What follows belongs to an exercise in optimizing a design on an open flow for small area and a short achievable clock period; a production flow would make more cautious choices. RTL that was checked went through simulation tests only; none was proved equivalent to the original.

red:
==> flow/design.v (excerpt) <==
module fc_neuron #(
    parameter int unsigned RELU_EN = 0
) (
    input  logic        clk,
    input  logic        rst,
    input  logic [63:0] pooledPixelArray,
    input  logic [63:0] weight,
    output logic [7:0]  result
);
    logic [7:0] p0, w0;
    assign p0 = pooledPixelArray[7:0];
    assign w0 = weight[7:0];
    logic [7:0] p1, w1;
    assign p1 = pooledPixelArray[15:8];
    assign w1 = weight[15:8];
    logic [7:0] p2, w2;
    assign p2 = pooledPixelArray[23:16];
    assign w2 = weight[23:16];
    logic [7:0] p3, w3;
    assign p3 = pooledPixelArray[31:24];
    assign w3 = weight[31:24];
    logic [7:0] p4, w4;
    assign p4 = pooledPixelArray[39:32];
    assign w4 = weight[39:32];
    logic [7:0] p5, w5;
    assign p5 = pooledPixelArray[47:40];
    assign w5 = weight[47:40];
    logic [7:0] p6, w6;
    assign p6 = pooledPixelArray[55:48];
    assign w6 = weight[55:48];
    logic [7:0] p7, w7;
    assign p7 = pooledPixelArray[63:56];
    assign w7 = weight[63:56];
    logic pp0_00, pp0_01, pp0_02, pp0_03, pp0_04, pp0_05, pp0_06, pp0_07, pp0_10, pp0_11, pp0_12, pp0_13;
    logic pp0_14, pp0_15, pp0_16, pp0_17, pp0_20, pp0_21, pp0_22, pp0_23, pp0_24, pp0_25, pp0_26, pp0_27;
    logic pp0_30, pp0_31, pp0_32, pp0_33, pp0_34, pp0_35, pp0_36, pp0_37, pp0_40, pp0_41, pp0_42, pp0_43;
  ...
Size in the first run: ~1,200 cells after synthesis, ~8 flip-flops, roughly 14,000 um2 of cells after synthesis.
==> flow/config.mk <==
export PLATFORM = sky130hd
export DESIGN_NAME = fc_neuron
export DESIGN_NICKNAME = fc_neuron
export VERILOG_FILES = /design/flow/design.v
export SDC_FILE = /design/flow/constraint.sdc
export NUM_CORES = 4
export LEC_CHECK = 0
export ABC_AREA = 1
export CAP_MARGIN = 20
export CORE_MARGIN = 2
export CORE_UTILIZATION = 40
export CTS_BUF_LIST = sky130_fd_sc_hd__clkbuf_2 sky130_fd_sc_hd__clkbuf_4
export SLEW_MARGIN = 80
export SYNTH_HIERARCHICAL = 1
export SYNTH_MINIMUM_KEEP_SIZE = 0
==> flow/constraint.sdc <==
create_clock -name core_clock -period 15.0 [get_ports {clk}]
set_input_delay 3.0000 -clock core_clock [delete_from_list [all_inputs] [get_ports {clk}]]
set_output_delay 3.0000 -clock core_clock [all_outputs]
set_load 0.01 [all_outputs]
standard.sh (not shown) runs the stock make flow with config.mk's settings and CLKGATE_MAP_FILE= SYNTH_SCRIPT=/design/flow/synth_recipe.tcl, a recipe that flattens the netlist after the stock synthesis.
==> flow/flow/run.sh <==
#!/bin/bash
# Standard ORFS layout, except that the port buffers are the smallest plain
# buffer instead of the delay cell buffer_ports picks by default.
set -euo pipefail
export BUFFER_PORTS_ARGS="-buffer_cell sky130_fd_sc_hd__buf_1"
bash standard.sh > standard.log 2>&1
Edits applied to the flow inputs when going from red to blue:
Settings: SLEW_MARGIN now 65, was 80.
[summary]
Changes observed in blue relative to red: non-clock buffer count fell by 1.4%; final wirelength stayed essentially flat.
Where final non-filler cell area is concerned, red is outperformed by blue.
Measured against each other, blue and red differ in detailed placement HPWL, the lower figure coming from blue.
> inputs changed (blue -> green)
Settings: an added GPL_ROUTABILITY_DRIVEN of 0; a change of SLEW_MARGIN from 65 to 20.
### Flow results
Looking at source of the critical timing path, the weight[12] result is from blue; the pooledPixelArray[0] one comes from green.
green vs. blue: design area down 150 um2; proportion of register bits with asynchronous set or reset after synthesis has remained practically unchanged; routed wire length on met3 dropped 85 um; critical path depth went down by 2; cell count went down by 0.35%.
Lower routed wire length among green and blue: green
From blue to green, number of standard cells after synthesis did not move at all.
Data required time of the critical path was lower in the run labelled blue.
Relative to green, the following input files were edited for orange:
Settings: clearing GPL_ROUTABILITY_DRIVEN, which used to be 0; swapping 20 for 75 in SLEW_MARGIN.
### Flow results
Re fraction of layout instances using a drive strength above 1: orange is 10 points up on green.
Comparing green against orange, there is no change at all in x dimension of the die.
orange against green: time the worst path needs with I/O delays and setup down 380 ps, final setup slack of the worst path up 380 ps, via count up 32.
For orange, the start point of the critical path was pooledPixelArray[27], unlike green, where it was pooledPixelArray[0].
Diff green..orange | remaining antenna violation count after routing | unchanged
Input changes introduced in purple (baseline for comparison: orange):
Settings: swapping 75 for 90 in SLEW_MARGIN.
==> comparison <==
Relative to orange, the sequential share of layout area of purple is lower by 0.18 points.
[diff] smallest setup slack after layout, purple relative to orange: regression
purple has area added between synthesis and finish above what orange had.
Compared with orange, purple shows fill cell instance count of the final layout that has gone down by a little under 10%.
purple vs orange: cell area after layout up in purple
Per the comparison of purple with orange, non-clock buffer total of the final layout higher.

---

Setup of run 2:
fc_neuron, a different RTL version from the one above (not shown whole).
Size in the first run: roughly 140 I/O pins, roughly 13000 um^2 of cells after synthesis.
clock: 15.0 ns
lec_check: 0
abc_area: 1
cap_margin: 20
core_margin: 2
core_utilization: 40
cts_buf_list: sky130_fd_sc_hd__clkbuf_2 sky130_fd_sc_hd__clkbuf_4
slew_margin: 20
synth_hierarchical: 1
synth_minimum_keep_size: 0
Scripts as last shown in full above: flow/flow/run.sh
[inputs] run 5 vs run 2
--- a/flow/config.mk
+++ b/flow/config.mk
@@ -8 +8 @@
-export ABC_AREA = 1
+export ABC_AREA = 0
Results
Synthesized instance count was lower in run 5 than in run 2. Run 5 reports its end point of the critical path as result_q[6] while run 2 reports result_q[0]. ~same share of the final layout cell area in sequential cells in run 5 and run 2.
No functional check of the RTL was part of any run of this note.

---

RTL: one of the versions met above, not the one the previous note started from.
Size: ~1200 cells after synthesis, roughly 8 flip-flops, ~140 I/O pins, about 14000 sq um of cells after synthesis.
Settings: LEC_CHECK=0, ABC_AREA=1, CAP_MARGIN=20, CORE_MARGIN=2, CORE_UTILIZATION=40, CTS_BUF_LIST=sky130_fd_sc_hd__clkbuf_2 sky130_fd_sc_hd__clkbuf_4, SLEW_MARGIN=85, SYNTH_HIERARCHICAL=1, SYNTH_MINIMUM_KEEP_SIZE=0; clock period 15.0 ns.
Scripts as last shown in full above: flow/flow/run.sh
Next try:
Settings changed: SLEW_MARGIN 85 to 20.
Effect: The changed run finished with timing, DRC and antenna clean; wire length drops by 0.42%; global-route usage is about the same; setup slack degrades by 0.25 ns; cell count drops by 3.8%; die area does not change; sequential share of layout area is about the same; design area drops by 4.3%; flip-flop and latch count does not change; fmax drops by 2.8%.

---

fc_neuron, a different RTL version from the one above (not shown whole).
Size in the first run: ~1200 cells after synthesis, ~140 I/O pins, roughly 13000 um2 of cells after synthesis.
==> flow/config.mk <==
export PLATFORM = sky130hd
export DESIGN_NAME = fc_neuron
export DESIGN_NICKNAME = fc_neuron
export VERILOG_FILES = /design/flow/design.v
export SDC_FILE = /design/flow/constraint.sdc
export NUM_CORES = 4
export LEC_CHECK = 0
export CAP_MARGIN = 20
export CORE_MARGIN = 2
export CORE_UTILIZATION = 40
export SLEW_MARGIN = 20
export SYNTH_HIERARCHICAL = 1
export SYNTH_MINIMUM_KEEP_SIZE = 0
==> flow/constraint.sdc <==
create_clock -name core_clock -period 15.0 [get_ports {clk}]
set_input_delay 3.0000 -clock core_clock [delete_from_list [all_inputs] [get_ports {clk}]]
set_output_delay 3.0000 -clock core_clock [all_outputs]
set_load 0.01 [all_outputs]
Scripts as last shown in full above: flow/flow/run.sh
The baseline produced a clean layout.
Change:
- CTS_BUF_LIST: not set -> sky130_fd_sc_hd__clkbuf_2 sky130_fd_sc_hd__clkbuf_4
Result:
- count of clock-buffer cells in the layout stays the same
- global-route usage hardly moves
- critical path depth stays the same

---

fc_neuron, a different RTL version from the one above (not shown whole).
Size: ~1200 cells after synthesis, ~8 flip-flops, ~140 I/O pins, roughly 13000 um2 of cells after synthesis.
// fc_neuron
module fc_neuron #(
    parameter int unsigned RELU_EN = 0
) (
    input  logic        clk,
    input  logic        rst,
    input  logic [63:0] pooledPixelArray,
    input  logic [63:0] weight,
    output logic [7:0]  result
);
    logic [7:0] p0, w0;
    assign p0 = pooledPixelArray[7:0];
    assign w0 = weight[7:0];
    logic [7:0] p1, w1;
    assign p1 = pooledPixelArray[15:8];
    assign w1 = weight[15:8];
    logic [7:0] p2, w2;
    assign p2 = pooledPixelArray[23:16];
    assign w2 = weight[23:16];
    logic [7:0] p3, w3;
    assign p3 = pooledPixelArray[31:24];
    assign w3 = weight[31:24];
    logic [7:0] p4, w4;
    assign p4 = pooledPixelArray[39:32];
    assign w4 = weight[39:32];
    logic [7:0] p5, w5;
    assign p5 = pooledPixelArray[47:40];
    assign w5 = weight[47:40];
    logic [7:0] p6, w6;
    assign p6 = pooledPixelArray[55:48];
    assign w6 = weight[55:48];
    logic [7:0] p7, w7;
    assign p7 = pooledPixelArray[63:56];
    assign w7 = weight[63:56];
  ...
export LEC_CHECK = 0
export CAP_MARGIN = 20
export CORE_MARGIN = 2
export CORE_UTILIZATION = 65
export SLEW_MARGIN = 20
export SYNTH_HIERARCHICAL = 1
export SYNTH_MINIMUM_KEEP_SIZE = 0
create_clock -name core_clock -period 15.0 [get_ports {clk}]
Scripts as last shown in full above: flow/flow/run.sh
==> next run, changes <==
CORE_UTILIZATION = 40   (was 65)
Outcome: Final cell count climbs by roughly a tenth. Hold slack gets worse by 0.031 ns. Flip-flop and latch count stays the same.

---

Another version of the RTL of fc_neuron (not shown whole).
For scale: roughly 1300 cells after synthesis, ~8 flip-flops, ~140 I/O pins, about 13000 sq um of cells after synthesis.
## fc_neuron
module fc_neuron #(
    parameter int unsigned RELU_EN = 0
) (
    input  logic        clk,
    input  logic        rst,
    input  logic [63:0] pooledPixelArray,
    input  logic [63:0] weight,
    output logic [7:0]  result
);
clock: 15.0 ns
lec_check: 0
abc_area: 1
cap_margin: 20
core_margin: 2
core_utilization: 40
cts_buf_list: sky130_fd_sc_hd__clkbuf_2 sky130_fd_sc_hd__clkbuf_4
slew_margin: 20
synth_hierarchical: 1
synth_minimum_keep_size: 0
Scripts as last shown in full above: flow/flow/run.sh
Next try:
==> flow/flow/run.sh (replaced) <==
#!/bin/bash
# Standard ORFS layout, except that the port buffers are a small plain
# buffer instead of the delay cell buffer_ports picks by default.
set -euo pipefail
export BUFFER_PORTS_ARGS="-buffer_cell sky130_fd_sc_hd__buf_2"
bash standard.sh > standard.log 2>&1
What happened:
- The changed run produced a clean layout
- non-clock buffer count is unchanged
- core utilization grows by 0.52 points
- first-iteration DRC count grows by 12%
- global-route usage stays flat
- critical path depth shrinks by 2

what the ideal ports hide:
How much do the figures lean on ideal ports? The routed layouts below were timed once more, with nothing changed but the port constraints. Step 1, drivers: a clkbuf_16 drives clk and a buf_2 each remaining input, both assumed. Step 2 times the ports against the registers' clock, not the clock port: input delays grow and output delays shrink by t, the midpoint of the rising clock arrivals with the driver on. Slacks: no drivers / after step 1 / after step 2; pairs: no drivers / after step 1.
run	t (ns)	setup WS [ns]	worst setup path after step 2	latest minus earliest clock arrival (ns)	worst data-port slew with drivers (ns)
red	0.264	6.307 / 6.296 / 6.032	input to register	0.005 / 0.004	0.04
blue	0.273	6.137 / 6.128 / 5.856	input to register	0.001 / 0.001	0.05
green	0.271	5.960 / 5.957 / 5.686	input to register	0.001 / 0.002	0.05
orange	0.279	6.339 / 6.339 / 6.061	input to register	0.001 / 0.001	0.04
purple	0.273	4.194 / 4.195 / 3.922	input to register	0.002 / 0.002	0.04
run 2	0.268	5.922 / 5.915 / 5.647	input to register	0.002 / 0.002	0.04
run 5	0.265	5.424 / 5.412 / 5.147	input to register	0.001 / 0.001	0.04
the first run of note 3	0.268	6.228 / 6.231 / 5.963	input to register	0.006 / 0.006	0.04
the second run of note 3	0.265	5.976 / 5.954 / 5.689	input to register	0.001 / 0.001	0.04
the first run of note 4	0.253	5.486 / 5.480 / 5.228	input to register	0.001 / 0.001	0.05
the second run of note 4	0.267	5.519 / 5.506 / 5.239	input to register	0.000 / 0.000	0.05
the first run of note 5	0.251	5.604 / 5.601 / 5.350	input to register	0.001 / 0.001	0.04
the second run of note 5	0.258	5.582 / 5.582 / 5.324	input to register	0.001 / 0.001	0.05
the first run of note 6	0.269	6.098 / 6.085 / 5.816	input to register	0.002 / 0.002	0.05
the second run of note 6	0.276	6.228 / 6.218 / 5.943	input to register	0.001 / 0.001	0.05
After both steps setup and hold are still met in every run listed. The setup slack of the second run of note 3, which loses most, moves by -0.022 ns with the drivers and by -0.287 ns with both steps.
